Background: an optimization exercise with open tools, aiming at small area, a short achievable clock period and few clock cycles per item. Do not read the settings as production practice. The RTL of this run was laid out without a check of its function. Power is estimated from default activity; no workload was simulated.

--- flow/flow/run.sh ---
#!/bin/bash
# The standard layout, with the ports buffered by buf_1 cells instead of the default choice.
# ORFS's own logs stay under orfs/logs; make's output goes to standard.log here.
set -euo pipefail
bash standard.sh 'BUFFER_PORTS_ARGS=-buffer_cell sky130_fd_sc_hd__buf_1' finish > standard.log 2>&1
--- flow/standard.sh ---
#!/bin/bash
# synth_recipe.tcl (not shown) runs the flow's synth.tcl, then flattens the netlist and writes it again
# the make line also repeats each setting of config.mk as NAME=value (left out here)
make -C /OpenROAD-flow-scripts/flow DESIGN_CONFIG=/design/flow/config.mk WORK_HOME=/design/flow/orfs CLKGATE_MAP_FILE= SYNTH_SCRIPT=/design/flow/synth_recipe.tcl "${@:-finish}"
--- flow/config.mk ---
export PLATFORM = sky130hd
export DESIGN_NAME = cave_automaton_generation_unit
export DESIGN_NICKNAME = cave_automaton_generation_unit
export VERILOG_FILES = /design/flow/design.v
export SDC_FILE = /design/flow/constraint.sdc
export NUM_CORES = 4
export LEC_CHECK = 0
export CAP_MARGIN = 20
export CORE_MARGIN = 2
export CORE_UTILIZATION = 56
export CTS_BUF_LIST = sky130_fd_sc_hd__clkbuf_16
export CTS_CLUSTER_DIAMETER = 60
export CTS_CLUSTER_SIZE = 30
export PLACE_DENSITY = 0.7
export SETUP_SLACK_MARGIN = 4.0
export SLEW_MARGIN = 20
export SYNTH_HIERARCHICAL = 1
--- flow/constraint.sdc ---
create_clock -name core_clock -period 6.5 [get_ports {clk_i}]
set_input_delay 1.3000 -clock core_clock [delete_from_list [all_inputs] [get_ports {clk_i}]]
set_output_delay 1.3000 -clock core_clock [all_outputs]
set_load 0.01 [all_outputs]
--- flow/design.v ---
package cag_pkg;
  localparam int unsigned LINE_W    = 64;
  localparam int unsigned CNT_REG_W = 13;
  localparam int unsigned LEN_REG_W = 7;
  localparam int unsigned NUM_W     = 12;
  localparam int unsigned ADDR_W    = 3;
  localparam int unsigned DATA_W    = 32;
  localparam int unsigned MIN_LINES = 6;
  localparam int unsigned MAX_LINES = 4096;
  localparam int unsigned MIN_LEN   = 6;
endpackage
module cag_cell (
  input  logic [2:0] lo_n_i,    
  input  logic [2:0] md_i,      
  input  logic [2:0] hi_n_i,    
  output logic       maj_o
);
  logic lo, md, hi;
  assign lo    = !(&lo_n_i);    
  assign md    = (md_i[0] & md_i[1]) | (md_i[2] & (md_i[0] | md_i[1]));
  assign hi    = !(|hi_n_i);    
  assign maj_o = (lo & md) | (hi & (lo | md));
endmodule
module cag_next (
  input  logic maj_i,
  input  logic rule_i,
  input  logic cur_i,
  input  logic pass_i,
  input  logic hold_i,
  input  logic skid_i,
  output logic next_o
);
  assign next_o = hold_i ? skid_i : ((maj_i & rule_i) | (cur_i & pass_i));
endmodule
module cag_row (
  input  logic [cag_pkg::LINE_W-1:0] above_i,
  input  logic [cag_pkg::LINE_W-1:0] cur_i,
  input  logic [cag_pkg::LINE_W-1:0] below_i,
  output logic [cag_pkg::LINE_W-1:0] maj_o
);
  logic [cag_pkg::LINE_W-1:0] col_lo_n, col_md, col_hi_n;
  for (genvar y = 0; y < cag_pkg::LINE_W; y++) begin : g_col
    if (y >= 2 && y <= cag_pkg::LINE_W - 2) begin : g_sort
      cag_col u_col (
        .a_i    (above_i[y]),
        .b_i    (cur_i[y]),
        .c_i    (below_i[y]),
        .lo_n_o (col_lo_n[y]),
        .md_o   (col_md[y]),
        .hi_n_o (col_hi_n[y])
      );
    end else begin : g_none
      assign col_lo_n[y] = 1'b1;
      assign col_md[y]   = 1'b0;
      assign col_hi_n[y] = 1'b1;
    end
  end
  for (genvar y = 0; y < cag_pkg::LINE_W; y++) begin : g_lane
    if (y >= 3 && y <= cag_pkg::LINE_W - 3) begin : g_cell
      cag_cell u_cell (
        .lo_n_i (col_lo_n[y+1:y-1]),
        .md_i   (col_md[y+1:y-1]),
        .hi_n_i (col_hi_n[y+1:y-1]),
        .maj_o  (maj_o[y])
      );
    end else begin : g_none
      assign maj_o[y] = 1'b0;
    end
  end
endmodule
module cag_col (
  input  logic a_i,
  input  logic b_i,
  input  logic c_i,
  output logic lo_n_o,
  output logic md_o,
  output logic hi_n_o
);
  assign lo_n_o = !(a_i & b_i & c_i);
  assign md_o   = (a_i & b_i) | (c_i & (a_i | b_i));
  assign hi_n_o = !(a_i | b_i | c_i);
endmodule
module cave_automaton_generation_unit (
  input  logic                          clk_i,
  input  logic                          rst_ni,
  input  logic                          psel,
  input  logic                          penable,
  input  logic                          pwrite,
  input  logic [cag_pkg::ADDR_W-1:0]    paddr,
  input  logic [cag_pkg::DATA_W-1:0]    pwdata,
  output logic [cag_pkg::DATA_W-1:0]    prdata,
  output logic                          pready,
  input  logic                          in_valid_i,
  output logic                          in_ready_o,
  input  logic [cag_pkg::LINE_W-1:0]    line_cells_i,
  output logic                          out_valid_o,
  input  logic                          out_ready_i,
  output logic [cag_pkg::LINE_W-1:0]    new_line_cells_o,
  output logic [cag_pkg::NUM_W-1:0]     line_number_o,
  output logic                          run_last_o,
  output logic                          grid_done_o
);
  localparam int unsigned W  = cag_pkg::LINE_W;
  localparam int unsigned CW = cag_pkg::CNT_REG_W;
  localparam int unsigned LW = cag_pkg::LEN_REG_W;
  localparam int unsigned NW = cag_pkg::NUM_W;
  logic [CW-1:0] line_count_q;
  logic [LW-1:0] line_length_q;
  logic [CW-1:0] rdata_q;
  logic [W-1:0]  a_q, b_q;
  logic          b_pend_q;       
  logic [NW-1:0] rem_q;          
  logic [W-1:0]  p_cells_q;
  logic          p_last_q, p_done_q;
  logic          p_full_q;       
  logic          rdy_q;          
  logic [W-1:0]  out_cells_q;
  logic [NW-1:0] out_num_q;
  logic          out_last_q, out_done_q, out_valid_q;
  logic          out_fresh_q;    
  assign pready = 1'b1;
  always_ff @(posedge clk_i or negedge rst_ni) begin
    if (!rst_ni) begin
      line_count_q  <= CW'(64);
      line_length_q <= LW'(64);
    end else if (psel && penable && pwrite) begin
      if (paddr[2]) line_length_q <= pwdata[LW-1:0];
      else          line_count_q  <= pwdata[CW-1:0];
    end
  end
  always_ff @(posedge clk_i) begin
    rdata_q <= paddr[2] ? CW'(line_length_q) : line_count_q;
  end
  assign prdata = cag_pkg::DATA_W'(rdata_q);
  logic [NW-1:0] last_row;
  logic [W+1:0]  len_therm;      
  logic [W-1:0]  len_mask, col_in;
  always_comb begin
    if (line_count_q < CW'(cag_pkg::MIN_LINES))      last_row = NW'(cag_pkg::MIN_LINES - 1);
    else if (line_count_q > CW'(cag_pkg::MAX_LINES)) last_row = NW'(cag_pkg::MAX_LINES - 1);
    else                                             last_row = NW'(line_count_q - CW'(1));
    for (int k = 0; k < W + 2; k++)
      len_therm[k] = (k < cag_pkg::MIN_LEN) ? 1'b1
                   : (k < W) ? (line_length_q > LW'(k)) : 1'b0;
    for (int y = 0; y < W; y++) begin
      len_mask[y] = len_therm[y];
      col_in[y]   = (y >= 3) && len_therm[y + 2];
    end
  end
  logic [W-1:0] maj, cell_next;
  logic         row_in, beat_last, beat_done;
  cag_row u_row (
    .above_i (a_q),
    .cur_i   (b_q),
    .below_i (line_cells_i),
    .maj_o   (maj)
  );
  logic num_restart;
  assign num_restart = out_done_q || out_fresh_q;
  assign row_in    = !num_restart && (out_num_q >= NW'(2)) && (rem_q >= NW'(2));
  assign beat_last = (rem_q != NW'(1));
  assign beat_done = (rem_q == '0);
  logic [W-1:0] rule_sel, pass_sel;
  always_comb begin
    for (int y = 0; y < W; y++) begin
      rule_sel[y] = row_in && col_in[y];
      pass_sel[y] = len_mask[y] && !rule_sel[y];
    end
  end
  for (genvar y = 0; y < W; y++) begin : g_next
    cag_next u_next (
      .maj_i    (maj[y]),
      .rule_i   (rule_sel[y]),
      .cur_i    (b_q[y]),
      .pass_i   (pass_sel[y]),
      .hold_i   (p_full_q),
      .skid_i   (p_cells_q[y]),
      .next_o   (cell_next[y])
    );
  end
  logic in_fire, flush, emit, out_free, to_out, to_skid, skid_out, out_load;
  assign in_fire  = in_valid_i && !p_full_q;
  assign flush    = !p_full_q && !in_valid_i && b_pend_q && beat_done;
  assign emit     = (in_fire && b_pend_q) || flush;
  assign out_free = !out_valid_q || out_ready_i;
  assign to_out   = emit && out_free;
  assign to_skid  = emit && !out_free;
  assign skid_out = p_full_q && out_ready_i;
  assign out_load = to_out || skid_out;
  always_ff @(posedge clk_i or negedge rst_ni) begin
    if (!rst_ni) begin
      b_pend_q    <= 1'b0;
      rem_q       <= '0;
      p_full_q    <= 1'b0;
      rdy_q       <= 1'b1;
      out_valid_q <= 1'b0;
      out_fresh_q <= 1'b1;
    end else begin
      if (in_fire) begin
        b_pend_q <= 1'b1;
        rem_q    <= (!b_pend_q || beat_done) ? last_row : rem_q - NW'(1);
      end else if (flush) begin
        b_pend_q <= 1'b0;
      end
      if (p_full_q) begin
        p_full_q <= !out_ready_i;
        rdy_q    <= out_ready_i;
      end else begin
        p_full_q <= to_skid;
        rdy_q    <= !to_skid;
      end
      if (out_load)         out_valid_q <= 1'b1;
      else if (out_ready_i) out_valid_q <= 1'b0;
      if (out_load)         out_fresh_q <= 1'b0;
    end
  end
  always_ff @(posedge clk_i) begin
    if (in_fire) begin
      a_q <= b_q;
      b_q <= line_cells_i;
    end
    p_cells_q <= cell_next;
    if (!p_full_q) begin
      p_last_q  <= beat_last;
      p_done_q  <= beat_done;
    end
    if (out_load) begin
      out_cells_q <= cell_next;
      out_last_q  <= p_full_q ? p_last_q : beat_last;
      out_done_q  <= p_full_q ? p_done_q : beat_done;
      out_num_q   <= num_restart ? '0 : out_num_q + NW'(1);
    end
  end
  assign in_ready_o       = rdy_q;
  assign out_valid_o      = out_valid_q;
  assign new_line_cells_o = out_cells_q;
  assign line_number_o    = out_num_q;
  assign run_last_o       = out_last_q;
  assign grid_done_o      = out_done_q;
endmodule
==> impl_metrics.ini <==
[worst_setup_path]
cpMostUsedCell = buf_12
path_class = flip-flop to flip-flop
start_kind = flip-flop
cp-startpoint = rem_q[7]
crit_arrival_ns = 2.90
crit_slowest_cell = or4_4
cp.required_ns = 6.76
cp-end-kind = flip-flop
crit_fanout = 7
crit_family = simple AND/OR/NAND/NOR gates
r2r_start = rem_q[7]
path_buf_inv = 3
path_cells = or4_4 -> or3_4 -> o21ai_4 -> buf_12 -> buf_12 -> buf_12 -> nor2_1 -> a22oi_2 -> o21ai_1
crit_path_max_incr_delay_ns = 0.54

[drt]
wirelength_um = 41400
drtPass1Iterations = 6
first_iter_violations = 1092
final_antenna_net_count = 0
vias_per_cell = 6.099
wire_per_inst_um = 19.73
vias = 12800
post-route-drc-count = 0

[placed_design]
post-place-ws_ns = 2.914
io_buffer_count = 177
dp_hpwl_um = 27520
gp_congestion = 0.8959

[clocking]
tritoncts = built
clock_sinks = 319
cts_max_level = 1
cts_root_buf = clkbuf_16
clkSlewWorstSetupHoldPaths_ns = 0.08
hold_buffers = 0
cts_buffers = 25
max-clock-path-buffers = 3
clock_latency_ns = 0.54

[final_layout]
fillers = 2215
layout_commonest_cell = edfxtp_1
final_cell_mix = edfxtp_1, maj3_2, buf_1
drive_above_1_share_pct = 28.10
n_antenna_cell = 0
finalNetCount = 1810
area_growth_pct = 20.21

[sta]
timing.fmax_ghz = 0.3799
period_share_pct = 40.50
fin_setup_tns_ns = 0
worstMarginPinSlew_ns = 0.9632
setup_viol = 0
finClkSkew_ns = 0.01864
relSlewSlack_pct = 35.79
rsz0062_at_grt = yes
slew_violations = 0
worst_slack_ns = 3.868
hold_viol = 0
min_period_ns = 2.632

[floorplan]
die_x_um = 173.4
coreArea_um2 = 28470
die_area_um2 = 30050
start_util_pct = 56.42
core.rowCount = 62
die_h_um = 173.4
ios = 219

[global_route]
grt_pass1_wl_um = 63470
first_global_vias = 11790
use_met3_pct = 4.276
grt_overflow = 0
met2_usage_pct = 41.78
grt.busiest_layer = met2
grt_max_degree = 77
antenna_found_initial = 0
grt_usage_pct = 26.22
grtUsageMet1_pct = 37.41

[pwr]
leakage_nw = 6.739
p_per_area_nw_per_um2 = 331.6
ir_worst_vdd_uv = 228.5

[synth]
synth_area_um2 = 16060
synth_warnings = 7
synthCells = 1487
synth.avg_cell_area_um2 = 10.80

[worst_hold_path]
hold_path.startpoint = p_cells_q[19]
hold_path.class = flip-flop to flip-flop

[run]
maxCapViolations = 0

[status]
status = no timing/DRC/antenna violations
metrics by stage:
stage,hold WS [ns],power [mW],instance area [um2],cells,util [%]
2_1_floorplan,0.4117,3.984,16230,1517,-
3_3_place_gp,0.4295,4.434,16990,2008,59.68
3_5_place_dp,0.4349,4.473,16990,2008,59.68
4_1_cts,0.4557,6.226,18590,2076,65.30
5_1_grt,0.4729,6.713,19310,2099,67.82
6_report,0.4448,6.402,19310,2099,67.82
worst paths after layout:
| kind | to | slack (ns) | cells past startpoint |
|---|---|---|---|
| worst max register to register | out_cells_q[54] | 3.87 | 9 |
| worst min-delay path | p_cells_q[19] | 0.44 | 2 |
| min in group asynchronous | line_count_q[8] | 0.91 | 1 |
| worst max-delay path | out_cells_q[54] | 3.87 | 9 |
| worst min register to register | p_cells_q[19] | 0.44 | 2 |
| max in group asynchronous | p_full_q | 4.89 | 1 |
state kept, by name, indices dropped and copies added (netlist names):
| name | flops |
|---|---|
| out_num_q | 12 |
| out_fresh_q | 1 |
| out_valid_q | 1 |
| rdata_q | 13 |
| b_q | 64 |
| p_full_q | 1 |
| out_done_q | 1 |
| p_cells_q | 64 |
| p_done_q | 1 |
| out_last_q | 1 |
| a_q | 61 |
| out_cells_q | 64 |
| rdy_q | 1 |
| line_length_q | 7 |
| rem_q | 12 |
| p_last_q | 1 |
| b_pend_q | 1 |
| line_count_q | 13 |
power breakdown:
part,leakage [nW],total (mW),switching (mW),internal [mW]
combinational,3.26,1.94,1.14,0.801
sequential,3.06,2.92,0.302,2.62
clock,0.417,1.54,0.776,0.766
total,6.74,6.40,2.22,4.18
per-layer routing:
| layer | wire (um) | share of wire, % | vias up |
|---|---|---|---|
| li1 | - | - | 6004 |
| met1 | 17700 | 43 | 6200 |
| met2 | 19480 | 47 | 515 |
| met3 | 2973 | 7.2 | 83 |
| met4 | 1247 | 3.0 | 0 |
| met5 | 0 | 0 | - |
worst register-to-register path: stages (launching register included):
cell     delay [ns]
dfrtp_1        0.40
or4_4          0.54
or3_4          0.39
o21ai_4        0.16
buf_12         0.17
buf_12         0.16
buf_12         0.14
nor2_1         0.08
a22oi_2        0.24
o21ai_1        0.10
repair_timing:
item                       in CTS  in global routing
pin swaps                      30                 48
gates cloned                    6                  5
buffers inserted               17                 18
hold endpoints to repair        0                  0
setup endpoints to repair     269                213
resized for setup             119                109
layout make-up:
| class | count | area, um2 | area share [%] |
|---|---|---|---|
| clock buffers | 26 | 650.6 | 3.370 |
| clock inverters | 19 | 165.2 | 0.8554 |
| inverters | 15 | 102.6 | 0.5314 |
| multi-input cells | 1107 | 7924 | 41.04 |
| flip-flops and latches | 319 | 8626 | 44.67 |
| well taps | 384 | 480.5 | 2.488 |
| repair buffers | 228 | 1351 | 6.998 |
| repair inverters | 1 | 8.758 | 0.04536 |

-- static timing again, ports no longer ideal --
The flow's constraints put no driver on any port. The routed layout listed below was extracted and timed again, unchanged, in two steps.
Step 1 (the two cells are an assumption about what drives the block):
set clk [get_ports {clk_i}]
set_driving_cell -lib_cell sky130_fd_sc_hd__clkbuf_16 $clk
set_driving_cell -lib_cell sky130_fd_sc_hd__buf_2 [delete_from_list [all_inputs] $clk]
Step 2 adds t to the input delays and takes it off the output delays; t is the mean of the earliest and latest rising clock arrival at the registers after step 1. Input paths then give back, and output paths get back, about the clock's delay inside the block.
Three values: ideal, step 1, step 2; two values: the first two.
shift t [ns]: 0.583
slack for setup (ns): 3.868 / 3.868 / 3.413
hold slack, ns: 0.445 / 0.445 / 0.445
worst register clock-pin slew, ns: 0.08 / 0.08
After both steps setup and hold are still met in this run. For this run, drivers alone change the setup slack by 0.000 ns; drivers and shift together by -0.455 ns.
